What follows belongs to an exercise in optimizing a design on an open flow for small area; a production flow would make more cautious choices. The RTL was checked by simulation tests, not by an equivalence proof against the original design. Power figures rest on the tool's default switching activity, not on a simulated workload.

===== design/flow/design.v =====
package img_params_pkg;
  localparam int IMG_WIDTH_DEF  = 220;
  localparam int IMG_HEIGHT_DEF = 220;
  localparam int DATA_WIDTH_DEF = 8;
  localparam int WIN_ELEMS  = 9;
  localparam int WIN_CENTRE = 4;
  typedef enum logic [2:0] {
    ST_IDLE   = 3'd0,
    ST_ACTIVE = 3'd1,
    ST_EOL    = 3'd2,
    ST_FLUSH  = 3'd3,
    ST_DONE   = 3'd4
  } gw_state_e;
endpackage
module gray_line_ram #(
  parameter int DEPTH = 443,
  parameter int DW    = 8
) (
  input  logic                clk,
  input  logic                en,
  input  logic [DW-1:0]       din,
  output logic [DEPTH*DW-1:0] q
);
  logic [DEPTH*DW-1:0] sr_q;
  always_ff @(posedge clk) begin
    if (en) sr_q <= {sr_q[(DEPTH-1)*DW-1:0], din};
  end
  assign q = sr_q;
endmodule
import img_params_pkg::*;
module gray_window_3x3 #(
  parameter int IMG_WIDTH  = img_params_pkg::IMG_WIDTH_DEF,
  parameter int IMG_HEIGHT = img_params_pkg::IMG_HEIGHT_DEF,
  parameter int DATA_WIDTH = img_params_pkg::DATA_WIDTH_DEF
) (
  input  logic                              clk,
  input  logic                              rstn,
  input  logic                              start,
  input  logic                              in_valid,
  input  logic [DATA_WIDTH-1:0]             in_data,
  output logic                              in_ready,
  output logic                              win_valid,
  output logic [9*DATA_WIDTH-1:0]           win_data,
  output logic [$clog2(IMG_HEIGHT)-1:0]     out_row,
  output logic [$clog2(IMG_WIDTH)-1:0]      out_col,
  output logic                              busy,
  output logic                              done
);
  localparam int DW    = DATA_WIDTH;
  localparam int W     = IMG_WIDTH;
  localparam int AW    = $clog2(IMG_WIDTH);
  localparam int RW    = $clog2(IMG_HEIGHT);
  localparam int DEPTH = 2 * W + 3;
  img_params_pkg::gw_state_e    state_q, state_d;
  logic [AW-1:0]                ccol_q, ccol_d;
  logic [RW-1:0]                crow_q, crow_d;
  logic                         win_valid_q, win_valid_d;
  logic                         vshift_q, vshift_d;
  logic                         done_q, done_d;
  logic                         in_ready_q, in_ready_d;
  logic                         accept;
  logic                         shift_en;
  logic [DEPTH*DW-1:0]          line_q;
  logic                         pt, pb, pl, pr;
  assign accept   = in_valid && in_ready_q;
  assign shift_en = accept || (state_q == ST_FLUSH);
  gray_line_ram #(.DEPTH(DEPTH), .DW(DW)) u_line (
    .clk  (clk),
    .en   (shift_en),
    .din  (in_data),
    .q    (line_q)
  );
  always_comb begin
    state_d     = state_q;
    ccol_d      = ccol_q;
    crow_d      = crow_q;
    win_valid_d = 1'b0;
    vshift_d    = 1'b0;
    done_d      = 1'b0;
    case (state_q)
      ST_IDLE: begin
        if (start) begin
          state_d = ST_ACTIVE;
          ccol_d  = AW'(W - 1);
          crow_d  = RW'(-2);
        end
      end
      ST_ACTIVE: begin
        if (accept) begin
          ccol_d = (ccol_q == AW'(W)) ? '0 : ccol_q + AW'(1);
          if (ccol_q == AW'(W - 1)) begin
            crow_d = crow_q + RW'(1);
          end else begin
            win_valid_d = (crow_q != '1);
          end
          if (ccol_q == AW'(W - 3)) state_d = ST_EOL;
        end
      end
      ST_EOL: begin
        ccol_d      = AW'(W - 1);
        win_valid_d = (crow_q != '1);
        vshift_d    = 1'b1;
        state_d     = (crow_q == RW'(IMG_HEIGHT - 2)) ? ST_FLUSH : ST_ACTIVE;
      end
      ST_FLUSH: begin
        win_valid_d = 1'b1;
        vshift_d    = 1'b1;
        crow_d      = RW'(IMG_HEIGHT - 1);
        if (crow_q != RW'(IMG_HEIGHT - 1)) ccol_d = '0;
        else                               ccol_d = ccol_q + AW'(1);
        if (crow_q == RW'(IMG_HEIGHT - 1) && ccol_q == AW'(W - 2))
          state_d = ST_DONE;
      end
      ST_DONE: begin
        state_d = ST_IDLE;
        done_d  = 1'b1;
      end
      default: state_d = ST_IDLE;
    endcase
    in_ready_d = (state_d == ST_ACTIVE);
  end
  always_ff @(posedge clk or negedge rstn) begin
    if (!rstn) begin
      state_q     <= ST_IDLE;
      win_valid_q <= 1'b0;
      done_q      <= 1'b0;
      in_ready_q  <= 1'b0;
    end else begin
      state_q     <= state_d;
      win_valid_q <= win_valid_d;
      done_q      <= done_d;
      in_ready_q  <= in_ready_d;
    end
  end
  always_ff @(posedge clk) begin
    ccol_q   <= ccol_d;
    crow_q   <= crow_d;
    vshift_q <= vshift_d;
  end
  assign pt = (crow_q == '0);
  assign pb = (crow_q == RW'(IMG_HEIGHT - 1));
  assign pl = (ccol_q == '0);
  assign pr = (ccol_q == AW'(W - 1));
  for (genvar gi = 0; gi < 3; gi++) begin : g_r
    for (genvar gj = 0; gj < 3; gj++) begin : g_c
      localparam int K  = 3*gi + gj;
      localparam int PN = (2 - gi) * W + (2 - gj);
      localparam int PS = (PN > 0) ? PN - 1 : 0;
      logic kill;
      assign kill = (gi == 0 && pt) || (gi == 2 && pb) ||
                    (gj == 0 && pl) || (gj == 2 && pr);
      assign win_data[DW*K +: DW] =
        kill ? '0 : (vshift_q ? line_q[DW*PS +: DW] : line_q[DW*PN +: DW]);
    end
  end
  assign in_ready  = in_ready_q;
  assign win_valid = win_valid_q;
  assign out_row   = crow_q;
  assign out_col   = ccol_q;
  assign busy      = (state_q != ST_IDLE);
  assign done      = done_q;
endmodule

===== design/flow/run.sh =====
#!/bin/bash
# synth_recipe.tcl (not shown) runs the flow's synth.tcl, then flattens the netlist and writes it again
# the make line also repeats each setting of config.mk as NAME=value (left out here)
make -C /OpenROAD-flow-scripts/flow DESIGN_CONFIG=/design/flow/config.mk WORK_HOME=/design/flow/orfs CLKGATE_MAP_FILE= SYNTH_SCRIPT=/design/flow/synth_recipe.tcl finish

===== design/flow/config.mk =====
export PLATFORM = sky130hd
export DESIGN_NAME = gray_window_3x3
export DESIGN_NICKNAME = gray_window_3x3
export VERILOG_FILES = /design/flow/design.v
export SDC_FILE = /design/flow/constraint.sdc
export NUM_CORES = 4
export LEC_CHECK = 0
export CAP_MARGIN = 5
export CORE_MARGIN = 2
export CORE_UTILIZATION = 60
export CTS_BUF_LIST = sky130_fd_sc_hd__clkbuf_8
export CTS_CLUSTER_SIZE = 30
export PLACE_DENSITY = 0.7
export SLEW_MARGIN = 5

===== design/flow/constraint.sdc =====
create_clock -name core_clock -period 10.0 [get_ports {clk}]
set_input_delay 2.0000 -clock core_clock [delete_from_list [all_inputs] [get_ports {clk}]]
set_output_delay 2.0000 -clock core_clock [all_outputs]
set_load 0.01 [all_outputs]

==> results.cfg, run 1 <==
[routing]
vias_per_cell = 5.09
wl_per_cell_um = 18.0
ant_nets = 0
num_vias = 36771
initialDrtViolationCount = 3723
drc = 0
firstDrtPassIters = 6
wirelength_um = 130000

[timing]
worst_pin_slew_ns = 1.19
fin_crit_ns = 6.16
setup_tns_ns = 0
finalClockSkew_ns = 0.0440
final.period_utilization = 0.616
slew_headroom = 0.193
finalHoldViolCount = 0
max_freq_mhz = 162
finalSetupViolCount = 0
finalMaxSlewViolations = 0
rsz0062_at_grt = no

[final_layout]
instances_no_fill = 7220
multi_input_area_sq_um = 1640
area_growth_pct = 12.6
nFillCells = 10544
drive_gt1_frac = 0.139
seq_area_sq_um = 107000
nets = 4510

[grt]
antenna_found_initial = 5
grt_first_pass_wirelength_um = 200000
overflow = 0
use_met2 = 0.173
gr-max-usage-layer = met1
use_met3 = 0.0394
grt_pass1_vias = 35655
grt_usage = 0.140
grt_max_degree = 219
grt_use_met1 = 0.230

[placed_design]
dp_hpwl_um = 56700
dp_cells = 6312
place.gp.congestion = 0.753
port_buffers = 103

[clock_tree]
cts.sinks = 3567
clockBufferDepth = 4
post_cts_buffers = 0
postCtsHoldBufs = 0
cts_tree = done
clkSlewWorstSetupHoldPaths_ns = 0.06
cts_buffers = 547
clock_latency_ns = 1.00
htree_num_levels = 6
ctsResizeCount = 0
cts_root_buf = clkbuf_8

[run]
drv_cap = 0

[logic_synthesis]
ys_top_cells_by_count = edfxtp_1, nor2_1, mux2i_1, nand2_1, o21ai_0
synthCells = 3821
synth.net_count = 3840
synth_edf_count = 3560
yosysMostFrequentCell = edfxtp_1
ys_seq_area_frac = 0.984
synthArstFlopShare = 0.00168
ys_types = 42
synth_top_area_cell = edfxtp_1
synth_top_area_share = 0.983
synthesis.area_sq_um = 109000
ys.flop_type = edfxtp_1
ys_ff_latch = 3567
yosysWarningCount = 2
synth_area_leaders = edfxtp_1, mux2i_1, nor2_1
postSynthAreaPerCell_sq_um = 28.5

[setup_path]
worst-path-max-fanout = 12
crit_arrival_ns = 4.16
cp.required_ns = 8.00
start_kind = flop
worst-setup-path-type = flop to output port
cp-end-kind = output port

[floorplanning]
dieArea_sq_um = 185000
io_pins = 104
die_h_um = 430
rows = 156
core_area_sq_um = 181000
die_w_um = 430
start_util = 0.603

[pwr]
leakage_nw = 42.5
ir_drop_v = 0.000157
power_density_nw_per_um2 = 242

[min_path]
min_path_type = flop to flop

[outcome]
status = no timing/DRC/antenna violations
-- cells by family (layout without fill, tap and decap cells) --
family / after synthesis / after routing / share of synthesized area
flip-flops: 3567 / 3567 / 0.984
AND/OR/NAND/NOR: 125 / 125 / 0.00574
multiplexers: 64 / 64 / 0.00598
buffers and inverters: 24 / 1051 / 0.00113
AO/OA/AOI/OAI: 23 / 23 / 0.00135
XOR/XNOR: 11 / 11 / 0.000885
adder cells (fa/ha/maj): 7 / 7 / 0.000805
other: 0 / 2 / 0
-- area by class of cell --
class / instances / share of cell area
flip-flops and latches: 3567 / 0.874
clock buffers: 568 / 0.0638
well taps: 2370 / 0.0242
multi-input cells: 230 / 0.0134
repair buffers: 136 / 0.0122
clock inverters: 338 / 0.0120
inverters: 9 / 0.000276
diodes: 2 / 0.0000409
-- per-stage QoR --
| step | instance area (sq um) | hold slack, ns | utilization | worst slack [ns] | power (W) |
|---|---|---|---|---|---|
| after floorplan | 109000 | 0.400 | - | -6.47 | 0.0198 |
| after global placement | 113000 | 0.400 | 0.627 | 4.68 | 0.0195 |
| after detailed placement | 113000 | 0.405 | 0.627 | 4.57 | 0.0195 |
| after CTS | 122000 | 0.383 | 0.678 | 3.67 | 0.0301 |
| after global routing | 122000 | 0.397 | 0.678 | 3.66 | 0.0309 |
| final | 122000 | 0.380 | 0.678 | 3.84 | 0.0296 |
-- critical path: stages, from the launching register on --
cell	delay, ns
edfxtp_1	0.49
ha_1	0.33
and3_1	0.20
and2_1	0.16
buf_4	0.20
nor2_1	0.80
and2_1	0.37
clkdlybuf4s50_1	0.58
-- where the power goes --
group / total [W] / switching [W] / internal, W
clock network: 0.0104 / 0.00505 / 0.00530
logic: 0.000572 / 0.000441 / 0.000131
registers: 0.0187 / 0.000433 / 0.0182
-- state kept, by name, summed over array words and instances, names as in the netlist --
name,count
win_valid_q,1
crow_q,8
state_q,3
in_ready_q,1
done_q,1
u_line.sr_q,3544
vshift_q,1
ccol_q,8
-- per-layer routing --
| layer | part of all wire | routed length [um] | vias up |
|---|---|---|---|
| met5 | 0 | 0 | - |
| met2 | 0.41 | 53900 | 876 |
| met4 | 0.029 | 3780 | 0 |
| met3 | 0.054 | 7010 | 315 |
| li1 | - | - | 16940 |
| met1 | 0.50 | 65400 | 18640 |
-- path summary, 6_finish.rpt --
| check | from | slack (ns) | end | cells after the start |
|---|---|---|---|---|
| max in group asynchronous | rstn | 8.49 | state_q[1] | 1 |
| min in group asynchronous | rstn | 1.25 | done_q | 1 |
| setup reg to reg | state_q[0] | 5.74 | u_line.sr_q[3216] | 6 |
| hold reg to reg | u_line.sr_q[527] | 0.38 | u_line.sr_q[535] | 0 |
| setup / recovery | crow_q[0] | 3.84 | win_data[71] | 7 |
| hold / removal | u_line.sr_q[527] | 0.38 | u_line.sr_q[535] | 0 |
-- layout by cell type, fill, tap and decap left out, drive strengths merged, types with 2 or more instances in the layout --
cell,count
nand4,2
bufinv,3
clkbuf,568
or2,4
nor3,5
o21ai,11
and3,8
nand2b,2
clkdlybuf4s50,103
ha,7
nand3,9
mux2i,56
and4,3
xnor2,5
a21oi,6
mux2,8
and2,9
dfrtp,6
or4,2
xor2,6
a311oi,2
edfxtp,3560
inv,188
and4bb,2
nand2,12
buf,33
nor2,63
clkinv,144
clkinvlp,12
diode,2
==> run 2: changes to the inputs <==
==> design/flow/flow/run.sh (new file) <==
#!/bin/bash
cp standard.sh standard.sh.txt
cp synth_recipe.tcl synth_recipe.tcl.txt
export CTS_ARGS="-sink_clustering_enable -repair_clock_nets -dont_use_dummy_load -buf_list sky130_fd_sc_hd__clkbuf_8"
bash standard.sh > standard_sh.log 2>&1
==> design/flow/standard.sh (new file) <==
#!/bin/bash
# synth_recipe.tcl (not shown) runs the flow's synth.tcl, then flattens the netlist and writes it again
# the make line also repeats each setting of config.mk as NAME=value (left out here)
make -C /OpenROAD-flow-scripts/flow DESIGN_CONFIG=/design/flow/config.mk WORK_HOME=/design/flow/orfs CLKGATE_MAP_FILE= SYNTH_SCRIPT=/design/flow/synth_recipe.tcl "${@:-finish}"
==> design/flow/config.mk (replaced) <==
export PLATFORM = sky130hd
export DESIGN_NAME = gray_window_3x3
export DESIGN_NICKNAME = gray_window_3x3
export VERILOG_FILES = /design/flow/design.v
export SDC_FILE = /design/flow/constraint.sdc
export NUM_CORES = 4
export LEC_CHECK = 0
export CAP_MARGIN = 20
export CORE_MARGIN = 2
export CORE_UTILIZATION = 60
export PLACE_DENSITY = 0.7
export SLEW_MARGIN = 20
removed: design/flow/run.sh
==> results.cfg, run 2 <==
[final_layout]
largest_reg_flops = 3544
top_register = u_line.sr_q
area_growth_pct = 11.0
nFillCells = 10610
most-common-layout-cells = edfxtp_1, clkbuf_8, clkdlybuf4s50_1
multi_input_area_sq_um = 1650
final_util = 0.669
drive_gt1_frac = 0.135
final_common_cell = edfxtp_1
nets = 4511
seq_area_sq_um = 107000
top_regs = u_line.sr_q: 3544 flops, ccol_q: 8 flops, crow_q: 8 flops

[placed_design]
port_buffers = 103
place.gp.congestion = 0.753
dp_hpwl_um = 56700

[clock_tree]
htree_num_levels = 6
post_cts_buffers = 0
postCtsHoldBufs = 0
cts_tree = done
cts_root_buf = clkbuf_8
ctsResizeCount = 0
clkSlewWorstSetupHoldPaths_ns = 0.06
cts_buffers = 547
clockBufferDepth = 4
cts.sinks = 3567
clock_latency_ns = 1.00

[timing]
max_freq_mhz = 164
slew_headroom = 0.248
final.period_utilization = 0.612
worst_pin_slew_ns = 1.13
finalHoldViolCount = 0
finalMaxSlewViolations = 0
fin_crit_ns = 6.12
finalClockSkew_ns = 0.0693
finalSetupViolCount = 0
rsz0062_at_grt = no
setup_tns_ns = 0

[logic_synthesis]
ys_top_cells_by_count = edfxtp_1, nor2_1, mux2i_1, nand2_1, o21ai_0
synth_area_leaders = edfxtp_1, mux2i_1, nor2_1
synth-adder-area-share = 0.000805
ys_ff_latch = 3567
synth.net_count = 3840
yosysMostFrequentCell = edfxtp_1
ys_types = 42
synth_top_family_by_area = multiplexers
synth-compound-area-share = 0.00135
synthesis.area_sq_um = 109000
synthCells = 3821
yosysWarningCount = 2
postSynthAreaPerCell_sq_um = 28.5
synth_top_area_share = 0.983
synth_mux_area_frac = 0.00598
synth_edf_count = 3560
synth_xor_area_frac = 0.000885
synth_top_area_cell = edfxtp_1
synthArstFlopShare = 0.00168
yosys.area_share.simple = 0.00574
ys.flop_type = edfxtp_1
ys_seq_area_frac = 0.984

[setup_path]
worst-path-max-fanout = 11
cp.required_ns = 8.00
crit_arrival_ns = 4.12
cp.depth = 5
slowest_stage = nor2_1
cp_num_buf_inv = 1
worst_setup_path_endpoint = win_data[71]
r2r-end = u_line.sr_q[3224]
r2r_cells = 6
crit_path_cell_trace = ha_1 -> and4_1 -> nor2_1 -> and2_1 -> clkdlybuf4s50_1
start_kind = flop
worst-setup-path-type = flop to output port
max_stage_delay_ns = 0.89
critPathTopFamily = simple AND/OR/NAND/NOR gates
regToRegSetupSlack_ns = 5.72
crit_path_start = ccol_q[0]
cp-end-kind = output port
r2r-start = state_q[0]

[routing]
wl_met3_um = 6960
firstDrtPassIters = 5
wl_met1_um = 64700
top_layer = met4
num_vias = 36092
vias_per_cell = 5.26
ant_nets = 0
wl_per_cell_um = 18.7
initialDrtViolationCount = 3746
wirelength_um = 128000
drc = 0
routed-wl-met2_um = 52700

[grt]
grt_pass1_vias = 35171
overflow = 0
grt_max_degree = 219
grt_first_pass_wirelength_um = 197000
grt_usage = 0.138
antenna_found_initial = 6

[min_path]
min_path_type = flop to flop

[floorplanning]
start_util = 0.603
die_h_um = 430
rows = 156
dieArea_sq_um = 185000
die_w_um = 430
core_area_sq_um = 181000
io_pins = 104

[run]
drv_cap = 0

[pwr]
ir_drop_v = 0.000159
power_density_nw_per_um2 = 237
leakage_nw = 41.0

[outcome]
status = no timing/DRC/antenna violations
[run 2: changes by cell type in the layout (fill, tap and decap cells not counted), sizes merged]
cell | before | now
buf | 33 | 34
bufinv | 3 | 0
clkbuf | 568 | 547
clkinv | 144 | 0
clkinvlp | 12 | 0
diode | 2 | 4
inv | 188 | 9
[run 2: final cells by class]
class                      instances  area share
antenna                            4   0.0000829
clock buffer                     547      0.0623
inverter                           9    0.000280
multi-input combinational        230      0.0136
sequential                      3567       0.887
tap                             2370      0.0246
timing repair buffer             137      0.0126
[run 2: how the worst min path moves through the flow]
stage,startpoint,end,depth (start not counted)
global route,u_line.sr_q[65],u_line.sr_q[73],0
CTS,u_line.sr_q[65],u_line.sr_q[73],0
floorplan,u_line.sr_q[992],u_line.sr_q[1000],0
finish,u_line.sr_q[65],u_line.sr_q[73],0
detailed placement,u_line.sr_q[1005],u_line.sr_q[1013],0
global placement,u_line.sr_q[63],u_line.sr_q[71],0
[run 2: cells by family (layout without fill, tap and decap cells)]
family                   count (synthesis)  count (layout)
other                                    0               4
flip-flops                            3567            3567
multiplexers                            64              64
XOR/XNOR                                11              11
AO/OA/AOI/OAI                           23              23
buffers and inverters                   24             693
AND/OR/NAND/NOR                        125             125
adder cells (fa/ha/maj)                  7               7
[run 2: stage by stage]
| step | power (W) | hold WS (ns) | cells | instance area [sq um] | worst slack (ns) |
|---|---|---|---|---|---|
| floorplan | 0.0198 | 0.400 | 3821 | 109000 | -6.47 |
| global placement | 0.0195 | 0.400 | 6312 | 113000 | 4.68 |
| detailed placement | 0.0195 | 0.405 | 6312 | 113000 | 4.57 |
| CTS | 0.0292 | 0.362 | 6859 | 121000 | 3.70 |
| global route | 0.0299 | 0.376 | 6863 | 121000 | 3.69 |
| finish | 0.0287 | 0.365 | 6864 | 121000 | 3.88 |
[run 2: worst reg2reg max path, delay by kind of cell (launching register included)]
kind / cells / cell delay, ns
buffers and inverters: 3 / 1.77
and+or+nand+nor: 3 / 1.64
DFF: 1 / 0.44
[run 2: layer usage]
metal | track usage | up-vias
met5 | 0 | -
met4 | 0.0658 | 0
met3 | 0.0381 | 343
met2 | 0.170 | 860
met1 | 0.228 | 18327
li1 | - | 16562
[run 2: where the power goes]
part           internal [W]  switching (W)
Clock               0.00484        0.00459
Combinational      0.000133       0.000441
Sequential           0.0182       0.000431
Total                0.0232        0.00546
==> run 3: changes to the inputs <==
==> design/flow/flow/run.sh (replaced) <==
#!/bin/bash
cp standard.sh standard.sh.txt
cp synth_recipe.tcl synth_recipe.tcl.txt
export CTS_ARGS="-sink_clustering_enable -repair_clock_nets -dont_use_dummy_load -buf_list {sky130_fd_sc_hd__clkbuf_4 sky130_fd_sc_hd__clkbuf_8 sky130_fd_sc_hd__clkbuf_16} -sink_clustering_size 30 -sink_clustering_max_diameter 60"
bash standard.sh > standard_sh.log 2>&1
==> results.cfg, run 3 <==
[outcome]
status = no timing/DRC/antenna violations

[setup_path]
crit_arrival_ns = 3.90
crit_path_cell_trace = ha_1 -> and3_1 -> and2_1 -> buf_4 -> nor2_1 -> and2_1 -> clkdlybuf4s50_1
cp_num_buf_inv = 2
cpMostUsedCell = and2_1
start_kind = flop
worst-path-max-fanout = 12
cp-end-kind = output port
critPathTopFamily = simple AND/OR/NAND/NOR gates
cp.depth = 7
cp.required_ns = 8.00
slowest_stage = nor2_1
r2r_cells = 6
max_stage_delay_ns = 0.80
worst-setup-path-type = flop to output port

[logic_synthesis]
ys_ff_latch = 3567
ys_seq_area_frac = 0.984
ys_types = 42
ys_top_cells_by_count = edfxtp_1, nor2_1, mux2i_1, nand2_1, o21ai_0
synthesis.area_sq_um = 109000
ys.flop_type = edfxtp_1
synthArstFlopShare = 0.00168
synth_area_leaders = edfxtp_1, mux2i_1, nor2_1
synth_edf_count = 3560
yosysMostFrequentCell = edfxtp_1
synthCells = 3821
synth.net_count = 3840
synth_top_area_share = 0.983
yosysWarningCount = 2
synth_top_area_cell = edfxtp_1
postSynthAreaPerCell_sq_um = 28.5

[placed_design]
placed_area_sq_um = 113000
port_buffers = 103
place.gp.congestion = 0.753
dp_hpwl_um = 56700

[clock_tree]
htree_num_levels = 4
clockBufferDepth = 3
clock_latency_ns = 0.78
postCtsHoldBufs = 0
cts_buffers = 169
cts_tree = done
post_cts_buffers = 0
cts_root_buf = clkbuf_16
clkSlewWorstSetupHoldPaths_ns = 0.10
ctsResizeCount = 0
cts.sinks = 3567

[floorplanning]
core_area_sq_um = 181000
io_pins = 104
start_util = 0.603
rows = 156
die_w_um = 430
die_h_um = 430
dieArea_sq_um = 185000

[routing]
vias_per_cell = 5.27
wl_met1_um = 62500
routed-wl-met2_um = 50400
firstDrtPassIters = 7
wirelength_um = 120000
wl_met3_um = 4640
initialDrtViolationCount = 3633
top_layer = met4
ant_nets = 0
num_vias = 34158
wl_per_cell_um = 18.6
drc = 0

[timing]
worst_pin_slew_ns = 1.17
final.period_utilization = 0.590
slew_headroom = 0.223
finalClockSkew_ns = 0.0666
max_freq_mhz = 169
fin_crit_ns = 5.90
rsz0062_at_grt = no
finalSetupViolCount = 0
finalHoldViolCount = 0
setup_tns_ns = 0
finalMaxSlewViolations = 0

[pwr]
power_density_nw_per_um2 = 222
leakage_nw = 39.2
power.share.clock = 0.265
ir_drop_v = 0.000150
p_int_w = 0.0213
seqPwrFrac = 0.713
p_comb_frac = 0.022
netSwitchingPower_w = 0.00476
power.share.switching = 0.183

[grt]
grt_usage = 0.128
overflow = 0
antenna_found_initial = 5
grt_pass1_vias = 31568
grt_first_pass_wirelength_um = 184000
grt_max_degree = 219

[final_layout]
largest_reg_flops = 3544
drive_gt1_frac = 0.0550
fin_area_sq_um = 117000
nets = 4133
final_util = 0.651
final_common_cell = edfxtp_1
top_regs = u_line.sr_q: 3544 flops, ccol_q: 8 flops, crow_q: 8 flops
area_growth_pct = 7.97
top_register = u_line.sr_q
most-common-layout-cells = edfxtp_1, clkbuf_16, clkdlybuf4s50_1

[min_path]
holdPathStages = 0
min_path_type = flop to flop

[run]
drv_cap = 0
run 3: cell counts after synthesis:
Identical to the previous run, type by type.
run 3: logic make-up (layout without fill, tap and decap cells):
kind of cell / Yosys count / in the layout / share of synthesized area
muxes: 64 / 64 / 0.00598
other: 0 / 1 / 0
and+or+nand+nor: 125 / 125 / 0.00574
AOI/OAI and AO/OA: 23 / 23 / 0.00135
xor gates and xnor gates: 11 / 11 / 0.000885
DFF: 3567 / 3567 / 0.984
adders and majority gates: 7 / 7 / 0.000805
buffers and inverters: 24 / 315 / 0.00113
run 3: worst reg2reg max path, stage by stage, from the launching register on:
cell and delay, ns:
dfrtp_1 0.46, inv_1 0.14, nor2_1 0.51, nand2_1 0.36, nand2_8 0.79, buf_4 0.60
buf_4 0.88
run 3: area by class of cell:
class	instances	area [sq um]
flip-flops and latches	3567	107000
fillers	11014	63100
clock buffers	169	4230
well taps	2370	2970
multi-input cells	230	1650
repair buffers	137	1520
inverters	9	33.8
diodes	1	2.50
run 3: stage by stage:
stage / worst slack (ns) / hold WS [ns] / power, W / std cells
final: 4.10 / 0.351 / 0.0261 / 6483
after global routing: 3.89 / 0.349 / 0.0271 / 6483
after CTS: 3.96 / 0.351 / 0.0265 / 6481
after detailed placement: 4.57 / 0.405 / 0.0195 / 6312
after global placement: 4.68 / 0.400 / 0.0195 / 6312
after floorplan: -6.47 / 0.400 / 0.0198 / 3821
run 3: power groups by stage:
stage	registers (W)	clock network (W)	logic (W)
after global placement	0.0189	0	0.000573
after floorplan	0.0194	0	0.000414
after detailed placement	0.0189	0	0.000589
final	0.0186	0.00691	0.000573
after CTS	0.0187	0.00725	0.000584
after global routing	0.0188	0.00771	0.000632
run 3: worst paths after layout:
kind / slack [ns] / from / endpoint
max: 4.10 / crow_q[0] / win_data[71]
min: 0.35 / u_line.sr_q[2006] / u_line.sr_q[2014]
max reg2reg: 5.76 / state_q[0] / u_line.sr_q[380]
min reg2reg: 0.35 / u_line.sr_q[2006] / u_line.sr_q[2014]
max in group asynchronous: 8.26 / rstn / state_q[2]
min in group asynchronous: 1.46 / rstn / done_q
run 3: per-layer routing:
layer,track usage,up-vias
met5,0,-
met4,0.0385,0
met3,0.0239,199
met2,0.168,514
met1,0.221,17613
li1,-,15832
==> run 4: changes to the inputs <==
==> design/flow/flow/run.sh (replaced) <==
#!/bin/bash
export CTS_ARGS="-sink_clustering_enable -repair_clock_nets -dont_use_dummy_load -buf_list sky130_fd_sc_hd__clkbuf_8 -sink_clustering_size 18 -sink_clustering_max_diameter 50"
export BUFFER_PORTS_ARGS="-buffer_cell sky130_fd_sc_hd__buf_1"
bash standard.sh > standard_sh.log 2>&1
--- a/design/flow/config.mk
+++ b/design/flow/config.mk
@@ -5,6 +5,7 @@
 export SDC_FILE = /design/flow/constraint.sdc
 export NUM_CORES = 4
 export LEC_CHECK = 0
+export ABC_AREA = 1
 export CAP_MARGIN = 20
 export CORE_MARGIN = 2
 export CORE_UTILIZATION = 60
==> results.cfg, run 4 <==
[outcome]
status = no timing/DRC/antenna violations

[pwr]
leakage_nw = 28.0
power_density_nw_per_um2 = 221
ir_drop_v = 0.000143

[final_layout]
final_common_cell = edfxtp_1
top_regs = u_line.sr_q: 3544 flops, ccol_q: 8 flops, crow_q: 8 flops
most-common-layout-cells = edfxtp_1, clkbuf_8, nand2_1
nets = 4325
final_util = 0.642
largest_reg_flops = 3544
nFillCells = 11093
top_register = u_line.sr_q
drive_gt1_frac = 0.0692
area_growth_pct = 6.41

[setup_path]
r2r-start = state_q[2]
start_kind = flop
crit_arrival_ns = 3.63
cp.required_ns = 8.00
worst-path-max-fanout = 8
crit_path_cell_trace = inv_1 -> ha_1 -> nor3b_1 -> nand3_1 -> nand2_1 -> a21oi_1 -> buf_1
r2r-end = u_line.sr_q[1555]
regToRegSetupSlack_ns = 6.24
cp-end-kind = output port
slowest_stage = a21oi_1
max_stage_delay_ns = 0.64
worst-setup-path-type = flop to output port
r2r_cells = 8

[floorplanning]
die_w_um = 430
dieArea_sq_um = 185000
io_pins = 104
rows = 156
die_h_um = 430
start_util = 0.603
core_area_sq_um = 181000

[min_path]
min_from = u_line.sr_q[325]
holdPathStages = 0
min_path_type = flop to flop
whs_endpoint = u_line.sr_q[333]

[logic_synthesis]
synth_edf_count = 3560
synth.net_count = 3972
synth_area_leaders = edfxtp_1, nand2_1, a21oi_1
synthCells = 3953
ys.flop_type = edfxtp_1
postSynthAreaPerCell_sq_um = 27.5
synth_top_area_cell = edfxtp_1
synth_top_area_share = 0.982
yosysMostFrequentCell = edfxtp_1
ys_ff_latch = 3567
yosysWarningCount = 2
ys_seq_area_frac = 0.983
ys_top_cells_by_count = edfxtp_1, nand2_1, a21oi_1, inv_1, nor2_1
synthArstFlopShare = 0.00168
ys_types = 34
synthesis.area_sq_um = 109000

[grt]
grt_first_pass_wirelength_um = 190000
overflow = 0
grt_pass1_vias = 33226
grt_max_degree = 231
grt_usage = 0.132
antenna_found_initial = 5

[timing]
finalHoldViolCount = 0
rsz0062_at_grt = no
slew_headroom = 0.248
max_freq_mhz = 178
setup_tns_ns = 0
final.period_utilization = 0.563
finalClockSkew_ns = 0.0913
finalMaxSlewViolations = 0
fin_crit_ns = 5.63
finalSetupViolCount = 0
worst_pin_slew_ns = 1.13
setup_ws_ns = 4.37

[run]
drv_cap = 0

[clock_tree]
clock_latency_ns = 0.95
cts_tree = done
ctsResizeCount = 0
post_cts_buffers = 0
postCtsHoldBufs = 0
clkSlewWorstSetupHoldPaths_ns = 0.10
cts.sinks = 3567
clockBufferDepth = 3
cts_buffers = 232
cts_root_buf = clkbuf_8
htree_num_levels = 4

[routing]
ant_nets = 0
wirelength_um = 124000
vias_per_cell = 5.29
wl_per_cell_um = 18.5
initialDrtViolationCount = 3620
num_vias = 35335
drc = 0
firstDrtPassIters = 6

[placed_design]
pre_cts_slack_ns = 4.95
place.gp.congestion = 0.755
port_buffers = 103
dp_hpwl_um = 57500
[run 4: cell types whose count changed in the layout (fill, tap and decap cells not counted), sizes merged, moves of 53 or more]
| cell | delta |
|---|---|
| a21oi | +53 |
| buf | +100 |
| clkbuf | +63 |
| clkdlybuf4s50 | -103 |
| mux2i | -56 |
| nand2 | +173 |
[run 4: worst max-delay path, delay by kind of cell (launching register included)]
kind | cells | cell delay, ns
AND/OR/NAND/NOR | 3 | 1.09
AO/OA/AOI/OAI | 1 | 0.64
flip-flops | 1 | 0.43
buffers and inverters | 2 | 0.31
adder cells (fa/ha/maj) | 1 | 0.22
[run 4: power breakdown]
group | internal (W) | switching [W]
registers | 0.0178 | 0.000225
logic | 0.000213 | 0.00148
clock network | 0.00207 | 0.00387
[run 4: how the worst max path moves through the flow]
stage                     slack (ns)                 to       from  cells past startpoint
after floorplan                -6.51     u_line.sr_q[0]   in_valid                      2
after global placement          5.09  u_line.sr_q[3501]   in_valid                      5
after detailed placement        4.95  u_line.sr_q[3501]   in_valid                      5
after CTS                       3.97       win_data[52]  ccol_q[0]                      7
after global routing            4.05       win_data[52]  ccol_q[0]                      7
final                           4.37       win_data[52]  ccol_q[0]                      7
[run 4: logic make-up (layout without fill, tap and decap cells)]
logic type | count (synthesis) | count (layout) | synth area share
flip-flops | 3567 | 3567 | 0.983
AO/OA/AOI/OAI | 67 | 67 | 0.00319
buffers and inverters | 58 | 409 | 0.00221
adder cells (fa/ha/maj) | 7 | 7 | 0.000804
AND/OR/NAND/NOR | 250 | 250 | 0.0101
XOR/XNOR | 4 | 4 | 0.000322
other | 0 | 5 | 0
[run 4: through the flow]
| stage | total power, W | cell area, sq um | instances | hold WS, ns |
|---|---|---|---|---|
| after floorplan | 0.0216 | 109000 | 3953 | 0.400 |
| after global placement | 0.0200 | 113000 | 6441 | 0.400 |
| after detailed placement | 0.0201 | 113000 | 6441 | 0.405 |
| after CTS | 0.0260 | 116000 | 6673 | 0.355 |
| after global routing | 0.0267 | 116000 | 6678 | 0.367 |
| final | 0.0256 | 116000 | 6679 | 0.366 |
[run 4: cell type report]
class | instances | area, sq um | area share
timing repair buffer | 134 | 856 | 0.00739
antenna | 5 | 12.5 | 0.000108
inverter | 43 | 171 | 0.00148
multi-input combinational | 328 | 1590 | 0.0138
tap | 2370 | 2970 | 0.0256
clock buffer | 232 | 3190 | 0.0276
sequential | 3567 | 107000 | 0.924
[run 4: routing by layer]
| metal | up-vias | global-route usage | part of all wire |
|---|---|---|---|
| met4 | 2 | 0.0442 | 0.026 |
| met1 | 18159 | 0.227 | 0.52 |
| met5 | - | 0 | 0.00011 |
| met2 | 666 | 0.169 | 0.41 |
| met3 | 278 | 0.0287 | 0.046 |
| li1 | 16230 | - | - |
==> run 5: changes to the inputs <==
==> design/flow/flow/run.sh (replaced) <==
#!/bin/bash
export CTS_ARGS="-sink_clustering_enable -repair_clock_nets -dont_use_dummy_load -buf_list sky130_fd_sc_hd__clkbuf_16 -sink_clustering_size 40 -sink_clustering_max_diameter 60"
export BUFFER_PORTS_ARGS="-buffer_cell sky130_fd_sc_hd__buf_1"
bash standard.sh > standard_sh.log 2>&1
==> results.cfg, run 5 <==
[clock_tree]
clockBufferDepth = 3
clkSlewWorstSetupHoldPaths_ns = 0.10
ctsResizeCount = 0
clock_latency_ns = 0.82
cts.sinks = 3567
cts_buffers = 162
htree_num_levels = 4
cts_root_buf = clkbuf_16
postCtsHoldBufs = 0
cts_tree = done
post_cts_buffers = 0

[logic_synthesis]
postSynthAreaPerCell_sq_um = 27.5
synth_edf_count = 3560
synth_mux_area_frac = 0
synth_top_area_share = 0.982
synthCells = 3953
ys_top_cells_by_count = edfxtp_1, nand2_1, a21oi_1, inv_1, nor2_1
yosysMostFrequentCell = edfxtp_1
yosys.area_share.simple = 0.0101
synth_top_family_by_area = simple AND/OR/NAND/NOR gates
ys.flop_type = edfxtp_1
yosysWarningCount = 2
synthesis.area_sq_um = 109000
synth_xor_area_frac = 0.000322
ys_ff_latch = 3567
synth-adder-area-share = 0.000804
synth-compound-area-share = 0.00319
synth_area_leaders = edfxtp_1, nand2_1, a21oi_1
synthArstFlopShare = 0.00168
synth.net_count = 3972
ys_types = 34
ys_seq_area_frac = 0.983
synth_top_area_cell = edfxtp_1

[timing]
final.period_utilization = 0.545
finalClockSkew_ns = 0.0842
fin_crit_ns = 5.45
setup_tns_ns = 0
rsz0062_at_grt = no
worst_pin_slew_ns = 1.10
finalHoldViolCount = 0
max_freq_mhz = 183
finalMaxSlewViolations = 0
slew_headroom = 0.265
holdWs_ns = 0.363
finalSetupViolCount = 0

[placed_design]
port_buffers = 103
place.gp.congestion = 0.755
placed_area_sq_um = 113000
dp_hpwl_um = 57500

[pwr]
power_density_nw_per_um2 = 227
ir_drop_v = 0.000190
leakage_nw = 28.3

[outcome]
status = no timing/DRC/antenna violations

[final_layout]
final_common_cell = edfxtp_1
fin_area_sq_um = 117000
nets = 4255
top_register = u_line.sr_q
most-common-layout-cells = edfxtp_1, nand2_1, clkbuf_16
top_regs = u_line.sr_q: 3544 flops, ccol_q: 8 flops, crow_q: 8 flops
antenna_cells = 0
area_growth_pct = 7.19
drive_gt1_frac = 0.0538
largest_reg_flops = 3544

[setup_path]
worst-path-max-fanout = 8
worst-setup-path-type = flop to output port
cp-end-kind = output port
cp.required_ns = 8.00
crit_arrival_ns = 3.45
crit_path_start = ccol_q[0]
r2r-start = state_q[2]
start_kind = flop

[routing]
wl_per_cell_um = 18.4
initialDrtViolationCount = 3436
vias_per_cell = 5.29
wirelength_um = 122000
ant_nets = 0
drc = 0
num_vias = 34924
firstDrtPassIters = 5

[min_path]
min_path_type = flop to flop
min_from = u_line.sr_q[1391]

[floorplanning]
start_util = 0.603
io_pins = 104
die_h_um = 430
die_w_um = 430
rows = 156
core_area_sq_um = 181000
dieArea_sq_um = 185000

[grt]
overflow = 0
grt_first_pass_wirelength_um = 187000
grt_usage = 0.130
grt_max_degree = 231
grt_pass1_vias = 32478
antenna_found_initial = 2

[run]
drv_cap = 0
-- run 5: cell counts after synthesis --
No cell type changed its count.
-- run 5: path summary, 6_finish.rpt --
kind                                      to  slack (ns)  cells past startpoint
min in group asynchronous        win_valid_q        1.12                      1
hold / removal             u_line.sr_q[1399]        0.36                      0
setup / recovery                win_data[52]        4.55                      7
hold reg to reg            u_line.sr_q[1399]        0.36                      0
max in group asynchronous         state_q[1]        8.65                      1
setup reg to reg           u_line.sr_q[1288]        6.25                      8
-- run 5: logic make-up after synthesis --
kind of cell / Yosys count
AND/OR/NAND/NOR: 250
AO/OA/AOI/OAI: 67
adder cells (fa/ha/maj): 7
buffers and inverters: 58
flip-flops: 3567
XOR/XNOR: 4
-- run 5: metal layers --
layer / vias up / global-route usage / part of all wire
met2: 533 / 0.169 / 0.42
met1: 18041 / 0.224 / 0.52
met4: 0 / 0.0368 / 0.023
met5: - / 0 / 0
met3: 215 / 0.0257 / 0.041
li1: 16135 / - / -
-- run 5: power by group --
part / leakage (nW) / switching [W] / internal (W)
logic: 1.50 / 0.00148 / 0.000213
clock network: 2.00 / 0.00387 / 0.00290
registers: 24.8 / 0.000224 / 0.0178
-- run 5: final cells by class --
type	count	area, sq um
Tap cell	2370	2970
Clock buffer	162	4050
Timing Repair Buffer	134	856
Fill cell	11074	63800
Inverter	43	171
Sequential cell	3567	107000
Multi-Input combinational cell	328	1590
-- run 5: per-stage QoR --
stage               total power, W  std cells   util  setup slack [ns]
finish                      0.0265       6604  0.646              4.55
global placement            0.0200       6441  0.624              5.09
floorplan                   0.0216       3953      -             -6.51
CTS                         0.0268       6603  0.646              4.19
global route                0.0275       6604  0.646              4.28
detailed placement          0.0201       6441  0.624              4.95
-- run 5: critical path, cell delays in order, from the launching register on --
cell and delay, ns:
edfxtp_1 0.42, inv_1 0.10, ha_1 0.22, nor3b_1 0.14
nand3_1 0.32, nand2_1 0.64, a21oi_1 0.65, buf_1 0.21
==> run 6: changes to the inputs <==
==> design/flow/flow/run.sh (replaced) <==
#!/bin/bash
export CTS_ARGS="-sink_clustering_enable -repair_clock_nets -dont_use_dummy_load -buf_list sky130_fd_sc_hd__clkbuf_4 -sink_clustering_size 10 -sink_clustering_max_diameter 40"
export BUFFER_PORTS_ARGS="-buffer_cell sky130_fd_sc_hd__buf_1"
bash standard.sh > standard_sh.log 2>&1
--- a/design/flow/config.mk
+++ b/design/flow/config.mk
@@ -5,7 +5,6 @@
 export SDC_FILE = /design/flow/constraint.sdc
 export NUM_CORES = 4
 export LEC_CHECK = 0
-export ABC_AREA = 1
 export CAP_MARGIN = 20
 export CORE_MARGIN = 2
 export CORE_UTILIZATION = 60
==> results.cfg, run 6 <==
[outcome]
status = no timing/DRC/antenna violations

[final_layout]
final_common_cell = edfxtp_1
nets = 4398
largest_reg_flops = 3544
most-common-layout-cells = edfxtp_1, clkbuf_4, buf_1
drive_gt1_frac = 0.112
final_util = 0.642
nFillCells = 11310
top_register = u_line.sr_q
area_growth_pct = 6.53
fin_area_sq_um = 116000
top_regs = u_line.sr_q: 3544 flops, ccol_q: 8 flops, crow_q: 8 flops

[logic_synthesis]
synthCells = 3821
yosysWarningCount = 2
ys.flop_type = edfxtp_1
synthesis.area_sq_um = 109000
yosysMostFrequentCell = edfxtp_1
synthArstFlopShare = 0.00168
ys_top_cells_by_count = edfxtp_1, nor2_1, mux2i_1, nand2_1, o21ai_0
synth.net_count = 3840
synth_area_leaders = edfxtp_1, mux2i_1, nor2_1
ys_types = 42
ys_ff_latch = 3567
synth_edf_count = 3560
ys_seq_area_frac = 0.984
synth_top_area_cell = edfxtp_1
synth_top_area_share = 0.983
postSynthAreaPerCell_sq_um = 28.5

[grt]
antenna_found_initial = 5
grt_first_pass_wirelength_um = 195000
grt_max_degree = 225
grt_usage = 0.136
grt_pass1_vias = 34557
overflow = 0

[clock_tree]
cts.sinks = 3567
cts_root_buf = clkbuf_4
cts_tree = done
clockBufferDepth = 4
ctsResizeCount = 0
postCtsHoldBufs = 0
cts_buffers = 434
clkSlewWorstSetupHoldPaths_ns = 0.10
post_cts_buffers = 0
clock_latency_ns = 1.36
htree_num_levels = 5

[routing]
wirelength_um = 126000
top_layer = met4
vias_per_cell = 5.29
ant_nets = 0
num_vias = 35765
initialDrtViolationCount = 3844
wl_met3_um = 5860
routed-wl-met2_um = 52000
drc = 0
firstDrtPassIters = 5
wl_met1_um = 64100
wl_per_cell_um = 18.6

[timing]
finalSetupViolCount = 0
fin_crit_ns = 6.17
max_freq_mhz = 162
worst_pin_slew_ns = 1.11
finalMaxSlewViolations = 0
slew_headroom = 0.261
finalHoldViolCount = 0
rsz0062_at_grt = no
finalClockSkew_ns = 0.125
final.period_utilization = 0.617
setup_tns_ns = 0

[placed_design]
port_buffers = 103
dp_hpwl_um = 56200
place.gp.congestion = 0.720
placed_area_sq_um = 113000

[run]
drv_cap = 0

[setup_path]
cp.required_ns = 8.00
slowest_stage = nor2_1
cp-end-kind = output port
crit_path_cell_trace = ha_1 -> and3_1 -> and2_1 -> nor2_1 -> and2_1 -> buf_1
crit_arrival_ns = 4.17
critPathTopFamily = simple AND/OR/NAND/NOR gates
max_stage_delay_ns = 0.83
cp_num_buf_inv = 1
cpMostUsedCell = and2_1
worst-path-max-fanout = 13
worst-setup-path-type = flop to output port
start_kind = flop

[floorplanning]
rows = 156
die_w_um = 430
dieArea_sq_um = 185000
die_h_um = 430
start_util = 0.603
io_pins = 104
core_area_sq_um = 181000

[pwr]
seqPwrFrac = 0.739
p_int_w = 0.0203
leakage_nw = 38.8
power.share.clock = 0.240
netSwitchingPower_w = 0.00493
power_density_nw_per_um2 = 217
p_comb_frac = 0.021
power.share.switching = 0.196
ir_drop_v = 0.000133

[min_path]
min_path_type = flop to flop
run 6: kinds of logic (layout without fill, tap and decap cells):
logic type | Yosys count | after routing | share of synthesized area
AO/OA/AOI/OAI | 23 | 23 | 0.00135
XOR/XNOR | 11 | 11 | 0.000885
buffers and inverters | 24 | 580 | 0.00113
adder cells (fa/ha/maj) | 7 | 7 | 0.000805
flip-flops | 3567 | 3567 | 0.984
other | 0 | 13 | 0
multiplexers | 64 | 64 | 0.00598
AND/OR/NAND/NOR | 125 | 125 | 0.00574
run 6: metal layers:
layer  vias to the layer above  GRT usage
li1                      16496          -
met1                     18177      0.226
met2                       755      0.173
met3                       337     0.0316
met4                         0     0.0602
met5                         -          0
run 6: per-stage QoR:
step                total power, W  setup slack (ns)  instances  hold slack (ns)
CTS                         0.0257              3.62       6744            0.328
global placement            0.0195              4.93       6310            0.400
detailed placement          0.0195              4.87       6310            0.405
floorplan                   0.0198             -6.47       3821            0.400
global route                0.0264              3.54       6754            0.351
finish                      0.0252              3.83       6760            0.324
run 6: cell type report:
cell class                 instances  area (sq um)  share of cell area
inverter                           9          33.8            0.000291
antenna                           13          32.5            0.000281
clock buffer                     434          3260              0.0281
multi-input combinational        230          1650              0.0142
sequential                      3567        107000               0.924
tap                             2370          2970              0.0256
timing repair buffer             137           890             0.00768
run 6: path summary, 6_finish.rpt:
| kind | to | from | cells after the start | slack, ns |
|---|---|---|---|---|
| worst max register to register | u_line.sr_q[841] | state_q[0] | 7 | 5.57 |
| worst max-delay path | win_data[71] | crow_q[0] | 6 | 3.83 |
| worst min register to register | u_line.sr_q[458] | u_line.sr_q[450] | 0 | 0.32 |
| max in group asynchronous | state_q[1] | rstn | 1 | 9.12 |
| worst min-delay path | u_line.sr_q[458] | u_line.sr_q[450] | 0 | 0.32 |
| min in group asynchronous | state_q[0] | rstn | 1 | 0.57 |
run 6: power groups by stage:
stage	Clock [W]	Sequential (W)	Combinational (W)
after CTS	0.00647	0.0187	0.000528
after global placement	0	0.0189	0.000517
after detailed placement	0	0.0189	0.000533
final	0.00606	0.0186	0.000520
after floorplan	0	0.0194	0.000414
after global routing	0.00703	0.0188	0.000579
==> run 7: changes to the inputs <==
==> design/flow/run.sh (new file) <==
#!/bin/bash
# synth_recipe.tcl (not shown) runs the flow's synth.tcl, then flattens the netlist and writes it again
# the make line also repeats each setting of config.mk as NAME=value (left out here)
make -C /OpenROAD-flow-scripts/flow DESIGN_CONFIG=/design/flow/config.mk WORK_HOME=/design/flow/orfs CLKGATE_MAP_FILE= SYNTH_SCRIPT=/design/flow/synth_recipe.tcl finish
--- a/design/flow/config.mk
+++ b/design/flow/config.mk
@@ -7,6 +7,6 @@
 export LEC_CHECK = 0
 export CAP_MARGIN = 20
 export CORE_MARGIN = 2
-export CORE_UTILIZATION = 60
-export PLACE_DENSITY = 0.7
+export CORE_UTILIZATION = 22
+export PLACE_DENSITY = 0.35
 export SLEW_MARGIN = 20
removed: design/flow/flow/run.sh
removed: design/flow/standard.sh
==> results.cfg, run 7 <==
[setup_path]
start_kind = flop
crit_arrival_ns = 3.69
crit_path_cell_trace = and4bb_2 -> and4_2 -> nor2_1 -> and2_1 -> clkdlybuf4s50_1
worst-path-max-fanout = 11
worst-setup-path-type = flop to output port
cp.required_ns = 8.00
cp-end-kind = output port
slowest_stage = and4_2
max_stage_delay_ns = 0.82

[floorplanning]
die_h_um = 707
dieArea_sq_um = 500000
io_pins = 104
core_area_sq_um = 493000
rows = 258
start_util = 0.221
die_w_um = 707

[logic_synthesis]
synthArstFlopShare = 0.00168
ys.flop_type = edfxtp_1
synth_top_area_share = 0.983
ys_seq_area_frac = 0.984
ys_types = 42
synthesis.area_sq_um = 109000
synth_top_area_cell = edfxtp_1
yosysMostFrequentCell = edfxtp_1
ys_top_cells_by_count = edfxtp_1, nor2_1, mux2i_1, nand2_1, o21ai_0
yosysWarningCount = 2
ys_ff_latch = 3567
synth.net_count = 3840
synthCells = 3821
synth_edf_count = 3560
postSynthAreaPerCell_sq_um = 28.5
synth_area_leaders = edfxtp_1, mux2i_1, nor2_1

[timing]
fin_crit_ns = 5.69
slew_headroom = 0.200
worst_pin_slew_ns = 1.20
finalSetupViolCount = 0
finalMaxSlewViolations = 0
max_freq_mhz = 176
finalClockSkew_ns = 0.0939
setup_tns_ns = 0
final.period_utilization = 0.569
rsz0062_at_grt = no
finalHoldViolCount = 0

[clock_tree]
post_cts_buffers = 0
cts_buffers = 391
postCtsHoldBufs = 0
clockBufferDepth = 4
clkSlewWorstSetupHoldPaths_ns = 0.06
ctsResizeCount = 0
cts_root_buf = clkbuf_16
cts_tree = done
htree_num_levels = 5
cts.sinks = 3567
clock_latency_ns = 0.95

[final_layout]
drive_gt1_frac = 0.128
area_growth_pct = 20.1
most-common-layout-cells = edfxtp_1, clkbuf_16, clkinv_1
top_register = u_line.sr_q
nets = 4365
instances_no_fill = 11177
final_common_cell = edfxtp_1
largest_reg_flops = 3544
top_regs = u_line.sr_q: 3544 flops, ccol_q: 8 flops, crow_q: 8 flops

[pwr]
leakage_nw = 43.1
totalPowerFinal_w = 0.0329
power_density_nw_per_um2 = 252
ir_drop_v = 0.000135

[routing]
drc = 0
vias_per_cell = 3.32
wirelength_um = 145000
firstDrtPassIters = 5
ant_nets = 0
wl_per_cell_um = 13.0
num_vias = 37094
initialDrtViolationCount = 3343

[outcome]
status = no timing/DRC/antenna violations

[grt]
antenna_found_initial = 5
grt_usage = 0.0555
overflow = 0
grt_first_pass_wirelength_um = 228000
grt_pass1_vias = 38204
grt_max_degree = 199

[placed_design]
place.gp.congestion = 0.681
dp_hpwl_um = 57300
port_buffers = 103
dp_cells = 10453

[run]
drv_cap = 0

[min_path]
min_path_type = flop to flop
run 7: cell counts after synthesis:
Identical to the previous run, type by type.
run 7: layer usage:
metal	wire length (um)	GRT usage
met5	0	0
met4	6650	0.0277
met3	8930	0.0178
met2	53600	0.0675
met1	75600	0.0855
run 7: cell families after synthesis:
| group | count (synthesis) | share of synthesized area |
|---|---|---|
| flip-flops | 3567 | 0.984 |
| AND/OR/NAND/NOR | 125 | 0.00574 |
| multiplexers | 64 | 0.00598 |
| buffers and inverters | 24 | 0.00113 |
| AO/OA/AOI/OAI | 23 | 0.00135 |
| XOR/XNOR | 11 | 0.000885 |
| adder cells (fa/ha/maj) | 7 | 0.000805 |
run 7: power breakdown:
part           internal, W  switching [W]
Combinational     0.000135       0.000457
Sequential          0.0182       0.000415
Clock              0.00788        0.00581
run 7: final timing paths:
check / from / endpoint / slack [ns] / depth (start not counted)
max: ccol_q[2] / win_data[64] / 4.31 / 5
min: u_line.sr_q[2463] / u_line.sr_q[2471] / 0.36 / 0
max reg2reg: state_q[0] / u_line.sr_q[3421] / 5.66 / 6
min reg2reg: u_line.sr_q[2463] / u_line.sr_q[2471] / 0.36 / 0
max in group asynchronous: rstn / win_valid_q / 8.46 / 1
min in group asynchronous: rstn / done_q / 1.30 / 1
run 7: cell type report:
type / count / area, sq um
well taps: 6500 / 8130
inverters: 9 / 33.8
clock inverters: 258 / 2060
repair buffers: 147 / 1590
fillers: 48659 / 363000
multi-input cells: 230 / 1650
diodes: 1 / 2.50
flip-flops and latches: 3567 / 107000
clock buffers: 465 / 10200
run 7: critical path, delay by kind of cell (launching register included):
family,cells,cell delay (ns)
simple gates,4,1.75
flops,1,0.49
buf+inv,1,0.48
run 7: per-stage QoR:
| step | setup slack, ns | utilization | area, sq um | hold WS (ns) |
|---|---|---|---|---|
| after floorplan | -6.47 | - | 109000 | 0.400 |
| after global routing | 4.08 | 0.265 | 131000 | 0.346 |
| final | 4.31 | 0.265 | 131000 | 0.364 |
| after detailed placement | 4.47 | 0.240 | 118000 | 0.405 |
| after global placement | 4.61 | 0.240 | 118000 | 0.400 |
| after CTS | 4.13 | 0.265 | 131000 | 0.339 |
==> run 8: changes to the inputs <==
--- a/design/flow/design.v
+++ b/design/flow/design.v
@@ -146,11 +146,13 @@
       localparam int K  = 3*gi + gj;
       localparam int PN = (2 - gi) * W + (2 - gj);
       localparam int PS = (PN > 0) ? PN - 1 : 0;
-      logic kill;
-      assign kill = (gi == 0 && pt) || (gi == 2 && pb) ||
-                    (gj == 0 && pl) || (gj == 2 && pr);
-      assign win_data[DW*K +: DW] =
-        kill ? '0 : (vshift_q ? line_q[DW*PS +: DW] : line_q[DW*PN +: DW]);
+      logic kill, sel_n, sel_s;
+      assign kill  = (gi == 0 && pt) || (gi == 2 && pb) ||
+                     (gj == 0 && pl) || (gj == 2 && pr);
+      assign sel_n = !kill && !vshift_q;
+      assign sel_s = !kill && vshift_q && (PN > 0);
+      assign win_data[DW*K +: DW] = (line_q[DW*PN +: DW] & {DW{sel_n}}) |
+                                    (line_q[DW*PS +: DW] & {DW{sel_s}});
     end
   end
   assign in_ready  = in_ready_q;
==> design/flow/flow/run.sh (new file) <==
#!/bin/bash
export CTS_ARGS="-sink_clustering_enable -repair_clock_nets -dont_use_dummy_load -buf_list sky130_fd_sc_hd__clkbuf_16 -sink_clustering_size 30 -sink_clustering_max_diameter 45"
export BUFFER_PORTS_ARGS="-buffer_cell sky130_fd_sc_hd__buf_1"
bash standard.sh > standard_sh.log 2>&1
==> design/flow/standard.sh (new file) <==
#!/bin/bash
# synth_recipe.tcl (not shown) runs the flow's synth.tcl, then flattens the netlist and writes it again
# the make line also repeats each setting of config.mk as NAME=value (left out here)
make -C /OpenROAD-flow-scripts/flow DESIGN_CONFIG=/design/flow/config.mk WORK_HOME=/design/flow/orfs CLKGATE_MAP_FILE= SYNTH_SCRIPT=/design/flow/synth_recipe.tcl "${@:-finish}"
--- a/design/flow/config.mk
+++ b/design/flow/config.mk
@@ -7,6 +7,6 @@
 export LEC_CHECK = 0
 export CAP_MARGIN = 20
 export CORE_MARGIN = 2
-export CORE_UTILIZATION = 22
-export PLACE_DENSITY = 0.35
+export CORE_UTILIZATION = 60
+export PLACE_DENSITY = 0.7
 export SLEW_MARGIN = 20
removed: design/flow/run.sh
==> results.cfg, run 8 <==
[logic_synthesis]
yosysMostFrequentCell = edfxtp_1
ys_ff_latch = 3567
postSynthAreaPerCell_sq_um = 28.5
synthArstFlopShare = 0.00168
ys.flop_type = edfxtp_1
synthesis.area_sq_um = 109000
synth-adder-area-share = 0.000806
synth-compound-area-share = 0.00313
synth_edf_count = 3560
synth_xor_area_frac = 0.000886
synth_area_leaders = edfxtp_1, mux2i_1, nor2_1
synth_mux_area_frac = 0.00378
synthCells = 3816
ys_seq_area_frac = 0.985
synth_top_area_share = 0.983
ys_types = 46
yosysWarningCount = 2
synth_top_family_by_area = simple AND/OR/NAND/NOR gates
yosys.area_share.simple = 0.00529
synth.net_count = 3835
ys_top_cells_by_count = edfxtp_1, nor2_1, mux2i_1, a22oi_1, nand2_1
synth_top_area_cell = edfxtp_1

[clock_tree]
cts_buffers = 293
cts_tree = done
cts_root_buf = clkbuf_16
clkSlewWorstSetupHoldPaths_ns = 0.07
cts.sinks = 3567
ctsResizeCount = 0
htree_num_levels = 5
postCtsHoldBufs = 0
clockBufferDepth = 4
clock_latency_ns = 0.91
post_cts_buffers = 0

[min_path]
whs_endpoint = u_line.sr_q[529]
holdPathStages = 0
min_from = u_line.sr_q[521]
min_path_type = flop to flop

[routing]
wl_per_cell_um = 19.1
routed-wl-met2_um = 52300
wirelength_um = 126000
vias_per_cell = 5.31
top_layer = met4
ant_nets = 0
drc = 0
wl_met3_um = 5460
wl_met1_um = 64600
firstDrtPassIters = 5
initialDrtViolationCount = 3549
num_vias = 35149

[placed_design]
port_buffers = 103
pre_cts_slack_ns = 4.99
place.gp.congestion = 0.720
dp_hpwl_um = 57700

[timing]
setup_ws_ns = 4.29
slew_headroom = 0.270
fin_crit_ns = 5.71
rsz0062_at_grt = no
worst_pin_slew_ns = 1.09
finalSetupViolCount = 0
final.period_utilization = 0.571
setup_tns_ns = 0
finalHoldViolCount = 0
max_freq_mhz = 175
finalClockSkew_ns = 0.0807
finalMaxSlewViolations = 0

[pwr]
power_density_nw_per_um2 = 333
seqPwrFrac = 0.675
p_comb_frac = 0.086
ir_drop_v = 0.000305
p_int_w = 0.0308
leakage_nw = 39.5
power.share.clock = 0.240
netSwitchingPower_w = 0.00914
power.share.switching = 0.229

[floorplanning]
rows = 156
dieArea_sq_um = 185000
die_w_um = 430
core_area_sq_um = 180000
start_util = 0.603
io_pins = 104
die_h_um = 430

[setup_path]
r2r-end = u_line.sr_q[2137]
r2r-start = state_q[0]
cp-end-kind = output port
crit_arrival_ns = 3.71
slowest_stage = nor4b_2
max_stage_delay_ns = 0.84
start_kind = flop
r2r_cells = 6
cp.required_ns = 8.00
crit_path_cell_trace = inv_1 -> ha_1 -> nor4b_2 -> a21boi_4 -> buf_4 -> a22oi_1 -> nor2_1 -> buf_1
cp_num_buf_inv = 3
worst-path-max-fanout = 16
critPathTopFamily = simple AND/OR/NAND/NOR gates
worst-setup-path-type = flop to output port
regToRegSetupSlack_ns = 5.92

[final_layout]
top_regs = u_line.sr_q: 3544 flops, ccol_q: 8 flops, crow_q: 8 flops
nets = 4261
final_common_cell = edfxtp_1
largest_reg_flops = 3544
area_growth_pct = 10.4
top_register = u_line.sr_q
most-common-layout-cells = edfxtp_1, clkbuf_16, buf_1
nFillCells = 10830
drive_gt1_frac = 0.0861

[grt]
grt_max_degree = 228
grt_pass1_vias = 33462
overflow = 0
grt_usage = 0.136
antenna_found_initial = 4
grt_first_pass_wirelength_um = 194000

[outcome]
status = no timing/DRC/antenna violations

[run]
drv_cap = 0
==> run 8: worst reg2reg max path: stages, from the launching register on <==
cell and delay [ns]:
dfrtp_1 0.48, nor2b_1 0.50, nand2_1 0.29, nand2_8 0.62, buf_4 0.72, buf_12 0.39
buf_16 0.59
==> run 8: layout make-up <==
type,count,area [sq um],share of cell area
Inverter,7,26.3,0.000219
Tap cell,2370,2970,0.0247
Sequential cell,3567,107000,0.893
Clock buffer,293,7330,0.0611
Antenna cell,6,15.0,0.000125
Multi-Input combinational cell,222,1590,0.0132
Timing Repair Buffer,151,962,0.00802
==> run 8: how the worst max path moves through the flow <==
stage / from / endpoint / cells after the start
global route: ccol_q[0] / win_data[50] / 8
floorplan: in_valid / u_line.sr_q[0] / 2
detailed placement: in_valid / u_line.sr_q[2241] / 5
finish: ccol_q[0] / win_data[49] / 8
global placement: in_valid / u_line.sr_q[2257] / 5
CTS: ccol_q[0] / win_data[49] / 8
==> run 8: cell families (layout without fill, tap and decap cells) <==
group                      after synthesis  count (layout)
other                                    0               6
and+or+nand+nor                        117             117
adders and majority gates                7               7
DFF                                   3567            3567
buffers and inverters                   27             451
muxes                                   40              40
xor gates and xnor gates                11              11
AOI/OAI and AO/OA                       47              47
==> run 8: power by group through the flow <==
stage | Sequential, W | Combinational (W) | Clock, W
final | 0.0269 | 0.00341 | 0.00957
after global placement | 0.0271 | 0.00341 | 0
after CTS | 0.0271 | 0.00348 | 0.00995
after floorplan | 0.0272 | 0.00164 | 0
after detailed placement | 0.0271 | 0.00354 | 0
after global routing | 0.0275 | 0.00383 | 0.0105
==> run 8: per-layer routing <==
metal	vias up	GRT usage
met4	0	0.0537
met2	618	0.173
met3	313	0.0285
met1	18086	0.232
met5	-	0
li1	16132	-
==> run 8: through the flow <==
step	hold WS [ns]	total power (W)	cells	instance area, sq um	util
finish	0.350	0.0399	6616	120000	0.665
global route	0.348	0.0418	6613	120000	0.665
CTS	0.347	0.0405	6609	120000	0.665
detailed placement	0.405	0.0307	6316	113000	0.624
global placement	0.400	0.0305	6315	113000	0.624
floorplan	0.400	0.0288	3816	109000	-
==> run 9: changes to the inputs <==
==> design/flow/flow/run.sh (replaced) <==
#!/bin/bash
export CTS_ARGS="-sink_clustering_enable -repair_clock_nets -dont_use_dummy_load -buf_list sky130_fd_sc_hd__clkbuf_8 -sink_clustering_size 16 -sink_clustering_max_diameter 35"
export BUFFER_PORTS_ARGS="-buffer_cell sky130_fd_sc_hd__buf_1"
bash standard.sh > standard_sh.log 2>&1
--- a/design/flow/config.mk
+++ b/design/flow/config.mk
@@ -5,8 +5,8 @@
 export SDC_FILE = /design/flow/constraint.sdc
 export NUM_CORES = 4
 export LEC_CHECK = 0
-export CAP_MARGIN = 20
+export CAP_MARGIN = 10
 export CORE_MARGIN = 2
 export CORE_UTILIZATION = 60
 export PLACE_DENSITY = 0.7
-export SLEW_MARGIN = 20
+export SLEW_MARGIN = 10
==> results.cfg, run 9 <==
[pwr]
ir_drop_v = 0.000281
power_density_nw_per_um2 = 326
leakage_nw = 39.1
totalPowerFinal_w = 0.0388

[final_layout]
most-common-layout-cells = edfxtp_1, clkbuf_8, buf_1
final_common_cell = edfxtp_1
nFillCells = 10833
top_register = u_line.sr_q
seq_area_sq_um = 107000
top_regs = u_line.sr_q: 3544 flops, ccol_q: 8 flops, crow_q: 8 flops
instances_no_fill = 6781
drive_gt1_frac = 0.120
area_growth_pct = 9.39
multi_input_area_sq_um = 1580
fin_area_sq_um = 119000
final_util = 0.659
largest_reg_flops = 3544
nets = 4426

[timing]
rsz0062_at_grt = no
finalHoldViolCount = 0
worst_pin_slew_ns = 1.16
final.period_utilization = 0.582
finalClockSkew_ns = 0.0938
slew_headroom = 0.225
fin_crit_ns = 5.82
finalMaxSlewViolations = 0
setup_tns_ns = 0
finalSetupViolCount = 0
max_freq_mhz = 172

[logic_synthesis]
synth_top_area_share = 0.983
synth_edf_count = 3560
ys_types = 46
synthCells = 3816
synth_area_leaders = edfxtp_1, mux2i_1, nor2_1
synth_top_area_cell = edfxtp_1
yosysMostFrequentCell = edfxtp_1
postSynthAreaPerCell_sq_um = 28.5
ys_ff_latch = 3567
ys_seq_area_frac = 0.985
ys.flop_type = edfxtp_1
synthesis.area_sq_um = 109000
yosysWarningCount = 2
ys_top_cells_by_count = edfxtp_1, nor2_1, mux2i_1, a22oi_1, nand2_1
synth.net_count = 3835
synthArstFlopShare = 0.00168

[floorplanning]
rows = 156
die_w_um = 430
die_h_um = 430
core_area_sq_um = 180000
dieArea_sq_um = 185000
start_util = 0.603
io_pins = 104

[min_path]
min_from = u_line.sr_q[2475]
min_path_type = flop to flop

[placed_design]
dp_hpwl_um = 57700
dp_cells = 6316
place.gp.congestion = 0.720
port_buffers = 103
placed_area_sq_um = 113000

[setup_path]
cp-end-kind = output port
worst-path-max-fanout = 16
start_kind = flop
crit_arrival_ns = 3.82
crit_path_start = ccol_q[0]
worst-setup-path-type = flop to output port
cp.required_ns = 8.00
r2r-start = state_q[0]
regToRegSetupSlack_ns = 5.88

[clock_tree]
post_cts_buffers = 0
cts.sinks = 3567
htree_num_levels = 5
cts_buffers = 459
postCtsHoldBufs = 0
clock_latency_ns = 1.01
ctsResizeCount = 0
clkSlewWorstSetupHoldPaths_ns = 0.09
clockBufferDepth = 4
cts_root_buf = clkbuf_8
cts_tree = done

[routing]
wirelength_um = 128000
num_vias = 35762
vias_per_cell = 5.27
drc = 0
firstDrtPassIters = 5
wl_per_cell_um = 18.8
ant_nets = 0
initialDrtViolationCount = 3816

[grt]
grt_pass1_vias = 34741
antenna_found_initial = 3
grt_usage = 0.137
grt_max_degree = 228
overflow = 0
grt_first_pass_wirelength_um = 196000

[run]
drv_cap = 0

[outcome]
status = no timing/DRC/antenna violations
-- run 9: cell counts after synthesis --
No cell type changed its count.
-- run 9: report_power, final --
group | internal (W) | leakage [nW] | switching [W]
combinational | 0.000449 | 1.09 | 0.00296
sequential | 0.0252 | 34.8 | 0.00175
clock | 0.00404 | 3.30 | 0.00438
-- run 9: final cells by class --
type | instances | share of cell area
clock buffer | 459 | 0.0531
sequential | 3567 | 0.900
inverter | 7 | 0.000221
multi-input combinational | 222 | 0.0133
timing repair buffer | 150 | 0.00786
tap | 2370 | 0.0249
antenna | 6 | 0.000126
-- run 9: layer usage --
metal | part of all wire | GRT usage | vias to the layer above
met3 | 0.047 | 0.0333 | 311
met1 | 0.52 | 0.231 | 18330
li1 | - | - | 16390
met2 | 0.41 | 0.171 | 731
met4 | 0.028 | 0.0576 | 0
met5 | 0 | 0 | -
-- run 9: per-stage QoR --
stage                     hold WS, ns  setup WS [ns]
after CTS                       0.339           3.87
after detailed placement        0.405           5.02
after global routing            0.340           3.90
final                           0.340           4.18
after global placement          0.400           5.07
after floorplan                 0.400          -6.47
-- run 9: path summary, 6_finish.rpt --
check,endpoint,cells past startpoint
worst max-delay path,win_data[49],8
worst min-delay path,u_line.sr_q[2483],0
worst max register to register,u_line.sr_q[2225],5
worst min register to register,u_line.sr_q[2483],0
max in group asynchronous,state_q[1],1
min in group asynchronous,state_q[0],1
-- run 9: worst max-delay path, stage by stage (launching register included) --
cell	delay, ns
edfxtp_1	0.50
inv_1	0.13
ha_1	0.19
nor4b_2	0.81
a21boi_4	0.29
buf_4	0.38
a22oi_1	0.28
nor2_1	0.06
buf_1	0.15
-- run 9: logic make-up (layout without fill, tap and decap cells) --
kind of cell | after synthesis | count (layout) | share of synthesized area
DFF | 3567 | 3567 | 0.985
and+or+nand+nor | 117 | 117 | 0.00529
AOI/OAI and AO/OA | 47 | 47 | 0.00313
muxes | 40 | 40 | 0.00378
buffers and inverters | 27 | 616 | 0.00113
xor gates and xnor gates | 11 | 11 | 0.000886
adders and majority gates | 7 | 7 | 0.000806
other | 0 | 6 | 0

-- re-timing with driven ports --
The flow's constraints put no driver on any port. The routed layouts listed below were extracted and timed again, unchanged, in two steps.
Step 1 sets driving cells, clkbuf_16 on the clock port and buf_2 on the other inputs (assumed; they add their load-dependent delay and slew).
Step 2 moves the port delays by t, midway between the first and last clock arrival at a register: inputs arrive t later, outputs are due t later. That takes back most of the time a late clock gives input paths.
Three values: no drivers, after step 1, after step 2; two values: the first two.
| run | t (ns) | setup WS [ns] | worst setup path at the end |
|---|---|---|---|
| run 1 | 1.066 | 3.840 / 3.758 / 4.412 | input to register |
| run 2 | 1.053 | 3.884 / 3.803 / 4.426 | input to register |
| run 3 | 0.848 | 4.098 / 4.012 / 4.489 | input to register |
| run 4 | 0.998 | 4.372 / 4.297 / 4.940 | input to register |
| run 5 | 0.849 | 4.549 / 4.471 / 4.936 | input to register |
| run 6 | 1.371 | 3.829 / 3.757 / 4.701 | input to register |
| run 7 | 1.015 | 4.311 / 4.201 / 4.458 | input to register |
| run 8 | 0.955 | 4.292 / 4.212 / 4.896 | input to register |
| run 9 | 1.062 | 4.178 / 4.102 / 4.944 | input to register |
After both steps every run listed still meets setup and hold.
